This design comes from an exercise in tuning for small area, a short achievable clock period and few clock cycles per item on the open sky130 flow, not from production work.
Only simulation tests tie the RTL to the original design; equivalence was not proved.
Power is estimated from default activity; no workload was simulated.

## 12-03
// mdu_alu
module mdu_alu #(
    parameter int XLEN    = 32,
    parameter int SHAMT_W = $clog2(XLEN)
) (
    input  logic            clk,
    input  logic            rst,
    input  logic            in_valid,
    output logic            in_ready,
    input  logic [4:0]      in_op,
    input  logic [XLEN-1:0] in_a,
    input  logic [XLEN-1:0] in_b,
    input  logic            kill,
    output logic            out_valid,
    input  logic            out_ready,
    output logic [XLEN-1:0] out_result,
    output logic            out_illegal
);
Size: about 280 flip-flops, roughly 110 I/O pins, about 38000 µm² of cells after synthesis.
==> flow/config.mk <==
export PLATFORM = sky130hd
export DESIGN_NAME = mdu_alu
export DESIGN_NICKNAME = mdu_alu
export VERILOG_FILES = /design/flow/design.v
export SDC_FILE = /design/flow/constraint.sdc
export NUM_CORES = 4
export LEC_CHECK = 0
export ABC_AREA = 1
export CAP_MARGIN = 20
export CORE_MARGIN = 2
export CORE_UTILIZATION = 40
export SETUP_SLACK_MARGIN = 5
export SLEW_MARGIN = 20
==> flow/constraint.sdc <==
create_clock -name core_clock -period 11.0 [get_ports {clk}]
set_input_delay 2.2000 -clock core_clock [delete_from_list [all_inputs] [get_ports {clk}]]
set_output_delay 2.2000 -clock core_clock [all_outputs]
set_load 0.01 [all_outputs]
standard.sh (not shown) runs the stock make flow with config.mk's settings and CLKGATE_MAP_FILE= SYNTH_SCRIPT=/design/flow/synth_recipe.tcl, a recipe that flattens the netlist after the stock synthesis.
==> flow/flow/run.sh <==
#!/bin/bash
set -euo pipefail
MARGIN=6.0
sed -e "s/SETUP_SLACK_MARGIN=[0-9.]*/SETUP_SLACK_MARGIN=$MARGIN/" \
    -e "s/\"\${@:-finish}\"/MATCH_CELL_FOOTPRINT=0 'BUFFER_PORTS_ARGS=-buffer_cell sky130_fd_sc_hd__buf_4' \"\${@:-finish}\"/" \
    standard.sh > standard_tuned.sh
grep -q "SETUP_SLACK_MARGIN=$MARGIN" standard_tuned.sh
grep -q "MATCH_CELL_FOOTPRINT=0" standard_tuned.sh
bash standard_tuned.sh finish > standard_tuned.log 2>&1
Testbench counts of 12-03, summed over its fixed seeds: cycles 29,752, items 16,000.
> inputs changed (12-03 -> 01-18)
--- a/flow/design.v
+++ b/flow/design.v
@@ -113,12 +113,20 @@
             c[4*k+2] = g[4*k+1] | (p[4*k+1] & g[4*k]) | (p[4*k+1] & p[4*k] & bc[k]);
             c[4*k+3] = g[4*k+2] | (p[4*k+2] & g[4*k+1]) | (p[4*k+2] & p[4*k+1] & g[4*k]) |
                        (p[4*k+2] & p[4*k+1] & p[4*k] & bc[k]);
         end
         add36 = p ^ c;
     endfunction
+    function automatic logic [31:0] below_or(input logic [31:0] v);
+        logic [31:0] t;
+        t = v;
+        for (int l = 0; l < 5; l++)
+            for (int i = 0; i < 32; i++)
+                if ((i >> l) & 1) t[i] = t[i] | t[((i >> l) << l) - 1];
+        below_or = {t[30:0], 1'b0};
+    endfunction
     function automatic logic [127:0] csa(input logic [63:0] a, input logic [63:0] b,
                                          input logic [63:0] c);
         csa = {a ^ b ^ c, ((a & b) | (a & c) | (b & c)) << 1};
     endfunction
     logic        v_q;        
     logic        first_q;    
@@ -161,25 +169,25 @@
         else                    cls_in = in_op[2] ? C_DIV : C_MUL;
         mul_sa = (in_op[1:0] != 2'd3);
         mul_sb = (in_op[1:0] == 2'd0) || (in_op[1:0] == 2'd1);
         div_s  = !in_op[0];
         nega   = (cls_in == C_DIV) && div_s && in_a[31];
         negb   = (cls_in == C_DIV) && div_s && in_b[31];
-        ea     = {(cls_in == C_MUL) && mul_sa && in_a[31], nega ? -in_a : in_a};
+        ea     = {(cls_in == C_MUL) && mul_sa && in_a[31], nega ? (in_a ^ below_or(in_a)) : in_a};
         na     = nchunk({mul_sa && in_a[31], in_a});
         nb     = nchunk({mul_sb && in_b[31], in_b});
         swap   = (cls_in == C_MUL) && (nb < na);
         dig_in = swap ? booth({mul_sb && in_b[31], in_b}, nb)
                       : booth({mul_sa && in_a[31], in_a}, na);
         x_in   = ea;
         inv_in = (cls_in == C_DIV) ||
                  ((cls_in == C_ALU) && (in_op[3:0] == 4'd1 || in_op[3:0] == 4'd3 ||
                                         in_op[3:0] == 4'd4 || in_op[3:0] == 4'd10 ||
                                         in_op[3:0] == 4'd11 || in_op[3:0] == 4'd12 ||
                                         in_op[3:0] == 4'd13));
-        y_in[31:0] = negb ? (in_b - 32'd1) : (in_b ^ {32{inv_in}});
+        y_in[31:0] = negb ? (in_b ^ ~below_or(in_b)) : (in_b ^ {32{inv_in}});
         y_in[32]   = ((cls_in == C_MUL) && mul_sb && in_b[31]) ^ inv_in;
         oca    = (div_s && in_a[31]) ? ~in_a : in_a;
         ocb    = (div_s && in_b[31]) ? ~in_b : in_b;
         la_in  = len32(oca) + 6'(div_s && in_a[31] && lowones(oca));
         lb_in  = len32(ocb) + 6'(div_s && in_b[31] && lowones(ocb));
     end
==> comparison <==
- The final standard cell area without fillers number comes out higher for 12-03 vs 01-18.
- On detailed-route wire length, 12-03 loses to 01-18.
- Via count on 01-18 is ahead of 12-03.
- Looking at number of multi-input combinational cells in the layout across 12-03 and 01-18, the one that comes out higher is 12-03.
- Row XOR/XNOR share of the synthesized area: 01-18 lower / 12-03 higher
- There was hardly any difference in global-route met2 utilization between 01-18 and 12-03.
- 01-18 improves on 12-03 in post-layout minimum cycle time.
- Relative to 12-03, clock-buffer cell count decreased by 1 in 01-18.
- Status: power dissipated in sequential cells parity (12-03, 01-18)
- The estimated power of 01-18 ends up lower than the estimate for 12-03.
- Of the two values seen for cell with the largest stage delay on the worst path, sky130_fd_sc_hd__edfxtp_1 was produced by 12-03 and sky130_fd_sc_hd__fa_2 by 01-18.
- 01-18 ended up with a higher clock network fraction of total power than 12-03 did.
- Comparing 12-03 and 01-18, total global routing track utilization is lower on 01-18.
- Of 12-03 and 01-18, the run reporting the lower share of the clock period used by the worst path after layout was 01-18.
Testbench counts of 01-18, summed over its fixed seeds: cycles 29,752, items 16,000.

==> port drivers added, routing unchanged <==
The flow's constraints put no driver on any port. The routed layouts listed below were extracted and timed again, unchanged, in two steps.
Step 1 sets driving cells, clkbuf_16 on the clock port and buf_2 on the other inputs (assumed; they add their load-dependent delay and slew).
Step 2 also shifts input and output timing later by t, the mid clock arrival at the registers, as if the neighbouring blocks saw the same clock.
Slacks: ideal / step 1 / step 2; pairs: ideal / step 1.
| run | t, ns | setup slack, ns | worst register clock-pin slew, ns | worst slew at a driven data input, ns |
|---|---|---|---|---|
| 12-03 | 0.686 | 5.893 / 5.818 / 5.449 | 0.07 / 0.07 | 0.05 |
| 01-18 | 0.659 | 5.916 / 5.847 / 5.465 | 0.07 / 0.07 | 0.07 |
After both steps every run listed still meets setup and hold. For 01-18, which loses most, drivers alone change the setup slack by -0.069 ns; drivers and shift together by -0.451 ns.
